Source: an optimization exercise on an open RTL-to-GDS flow (aim: small area, a short achievable clock period and few clock cycles per item). Production flows keep margins and buffers that such runs may drop.
Function was checked by simulation only, so behaviour that the tests miss may differ from the original.
Power figures rest on the tool's default switching activity, not on a simulated workload.

== red ==
// credit_flow_control_table
module credit_flow_control_table #(
    parameter int          PEERS      = cfct_pkg::PEERS_DEF,
    parameter int          VCS        = cfct_pkg::VCS_DEF
) (
    input  logic                              clk,
    input  logic                              rst_n,
    input  logic                              s_axis_tvalid,
    output logic                              s_axis_tready,
    input  logic [cfct_pkg::IN_DATA_W-1:0]    s_axis_tdata,
    input  logic [cfct_pkg::IN_USER_W-1:0]    s_axis_tuser,
    output logic                              m_axis_tvalid,
    input  logic                              m_axis_tready,
    output logic [cfct_pkg::OUT_DATA_W-1:0]   m_axis_tdata,
    input  logic                              cfg_valid,
    output logic                              cfg_ready,
    input  logic [cfct_pkg::CFG_IDX_W-1:0]    cfg_index,
    input  logic [cfct_pkg::CNT_W-1:0]        cfg_data
);
Settings: LEC_CHECK=0, ABC_CLOCK_PERIOD_IN_PS=3000, CAP_MARGIN=20, CORE_MARGIN=2, CORE_UTILIZATION=56, CTS_CLUSTER_DIAMETER=80, CTS_CLUSTER_SIZE=24, SETUP_SLACK_MARGIN=5.0, SLEW_MARGIN=20; clock period 8.5 ns.
run.sh (not shown) runs the stock make flow with config.mk's settings and CLKGATE_MAP_FILE= SYNTH_SCRIPT=/design/flow/synth_recipe.tcl, a recipe that flattens the netlist after the stock synthesis.
red completed every stage of the flow, and the final layout passed the timing, design-rule and antenna checks.
Testbench counts of red, summed over its fixed seeds: cycles 8,320, requests 8,000.
Input-level comparison between blue and red:
- CORE_UTILIZATION now 50, was 56
- ABC_AREA now 1, previously not set
==> run notes <==
Utilization: lower on blue
Between blue and red, the clock distribution area overhead in the final layout does not differ in any meaningful way.
Compared with red, blue shows a number of antenna violations at the first check in global routing that is about 27% higher.
Of the two candidates, red has the better netlist area before placement and blue the worse one.
In the metrics for blue and red, the one carrying the higher wire length of the first global-routing pass is blue.
[compare] base=red new=blue: gate count after technology mapping went up by 2123; critical path depth went down by 3.
Input-level comparison between green and blue:
- a deleted ABC_AREA that had been 1
Notes after the runs:
- Measured against each other, green and blue differ in net switching power, the higher figure coming from blue.
- Measured against each other, green and blue differ in highest fanout seen on the critical path, the higher figure coming from green.
- green vs blue: mean routed wirelength per cell up
- green vs blue — post-synthesis to final-layout area growth rose 1.5 points.
- Worst setup timing slack at the placement stage, green and blue: smaller value in blue
- The setup slack of green is larger than that of blue.
- In the metrics for green and blue, the one carrying the higher worst hold slack is green.
- Of the two candidates, blue has the worse design area and green the better one.
- blue -> green: wire length of the first global-routing pass decreased by a few percent
- For setup clock skew after layout, green and blue come out practically identical.

* * *

sierra:
credit_flow_control_table, a different RTL version from the one above (not shown whole).
Size in the first run: roughly 2800 flip-flops, roughly 140 I/O pins, ~110000 µm² of cells after synthesis.
export LEC_CHECK = 0
export ABC_CLOCK_PERIOD_IN_PS = 3000
export CAP_MARGIN = 20
export CORE_MARGIN = 2
export CORE_UTILIZATION = 50
export CTS_CLUSTER_DIAMETER = 80
export CTS_CLUSTER_SIZE = 24
export SETUP_SLACK_MARGIN = 4.9
export SLEW_MARGIN = 20
create_clock -name core_clock -period 8.5 [get_ports {clk}]
Testbench counts of sierra, summed over its fixed seeds: cycles 8,320, requests 8,000.
Edits applied to the flow inputs when going from sierra to fjord:
- changing CORE_UTILIZATION from 50 to 45
- changing SETUP_SLACK_MARGIN from 4.9 to 4.4
## What came out
Having completed the whole flow, sierra delivered a layout that passed the timing, design-rule and antenna checks. In summary, fjord completed successfully, with a layout that passed the timing, design-rule and antenna checks. fjord vs. sierra: layout-stage area growth over the synthesis result went down by 2.0 points. fjord against sierra: post-route clock skew went up 0.0073 ns, die height up 5.4%, sequential share of layout area higher. Number of cells upsized or downsized after cts, fjord and sierra, lower one = fjord. Detailed placement HPWL in fjord is about 6% lower than in sierra. Summary: with sierra as the reference, power drawn by the combinational cells in fjord moved down by a little under 10%. Compared sierra against fjord; clock transition at the register clock pins on the worst setup and hold paths after CTS within noise. In the final design statistics, fjord uses more standard cells in total than sierra. Diff sierra -> fjord: final area decreased by about 1.8% relative to the old numbers, final design utilization went down 6.4 points.

* * *

job 103:
Another version of the RTL of credit_flow_control_table (not shown whole).
Size in the first run: about 2800 flip-flops, ~140 I/O pins, about 0.12 mm^2 of cells after synthesis.
Settings: LEC_CHECK=0, ABC_AREA=1, ABC_CLOCK_PERIOD_IN_PS=3000, CAP_MARGIN=20, CORE_MARGIN=2, CORE_UTILIZATION=56, CTS_CLUSTER_DIAMETER=80, CTS_CLUSTER_SIZE=24, SETUP_SLACK_MARGIN=5.0, SLEW_MARGIN=20; clock period 8.5 ns.
Testbench counts of job 103, summed over its fixed seeds: cycles 8,320, requests 8,000.
Input-level comparison between job 101 and job 103:
# job 103
export LEC_CHECK = 0
export ABC_AREA = 1
export ABC_CLOCK_PERIOD_IN_PS = 3000
export CAP_MARGIN = 20
export CORE_MARGIN = 2
export CORE_UTILIZATION = 56
export CTS_CLUSTER_DIAMETER = 80
export CTS_CLUSTER_SIZE = 24
export SETUP_SLACK_MARGIN = 5.0
export SLEW_MARGIN = 20
create_clock -name core_clock -period 8.5 [get_ports {clk}]
# job 101
export LEC_CHECK = 0
export ABC_CLOCK_PERIOD_IN_PS = 3000
export CAP_MARGIN = 20
export CORE_MARGIN = 2
export CORE_UTILIZATION = 50
export CTS_CLUSTER_DIAMETER = 80
export CTS_CLUSTER_SIZE = 24
export SETUP_SLACK_MARGIN = 5.0
export SLEW_MARGIN = 20
create_clock -name core_clock -period 8.5 [get_ports {clk}]
==> comparison <==
- Job 103 was larger in final cell area than job 101.
- Job 101 against job 103: initial antenna violation count now sits lower; vertical extent of the die now sits higher.
- Job 101 against job 103: net switching fraction of the power fell 1.7 points, met1 capacity usage during global routing fell 5.0 points, remaining number of nets flagged by the antenna check after routing about even, routed length on met1 fell 2.5%.
- For job 103, the dominant combinational cell family by area after synthesis was simple AND/OR/NAND/NOR gates, unlike job 101, where it was compound AO/OA/AOI/OAI gates.

[port drivers added, routing unchanged]
In the flow no input, the clock included, has a driving cell. The finished layouts below were timed again as built, in two steps. Step 1: set_driving_cell puts a clkbuf_16 on clk and a buf_2 on each other input, an assumption about the parent block. Step 2 adds t to the input delays and takes it off the output delays; t is the mean of the earliest and latest rising clock arrival at the registers after step 1. Input paths then give back, and output paths get back, about the clock's delay inside the block. a / b / c = ideal / step 1 / step 2; a / b = the first two.
run | shift t [ns] | setup slack, ns | hold slack, ns | worst setup path at the end | worst slew at a driven data input, ns
red | 0.930 | 4.776 / 4.776 / 4.114 | 0.357 / 0.357 / 0.357 | input to register | 0.04
blue | 0.939 | 4.698 / 4.698 / 4.087 | 0.345 / 0.345 / 0.345 | input to register | 0.04
green | 0.963 | 4.817 / 4.817 / 4.174 | 0.358 / 0.358 / 0.358 | input to register | 0.06
sierra | 0.954 | 4.638 / 4.638 / 4.173 | 0.362 / 0.362 / 0.362 | input to register | 0.04
fjord | 0.926 | 4.317 / 4.317 / 3.663 | 0.347 / 0.347 / 0.347 | input to register | 0.04
job 103 | 0.960 | 4.953 / 4.950 / 4.139 | 0.355 / 0.355 / 0.355 | input to register | 0.04
job 101 | 0.949 | 4.604 / 4.604 / 4.341 | 0.361 / 0.361 / 0.361 | input to register | 0.04
After both steps every run listed still meets setup and hold. For job 103, which loses most, drivers alone change the setup slack by -0.003 ns; drivers and shift together by -0.814 ns.
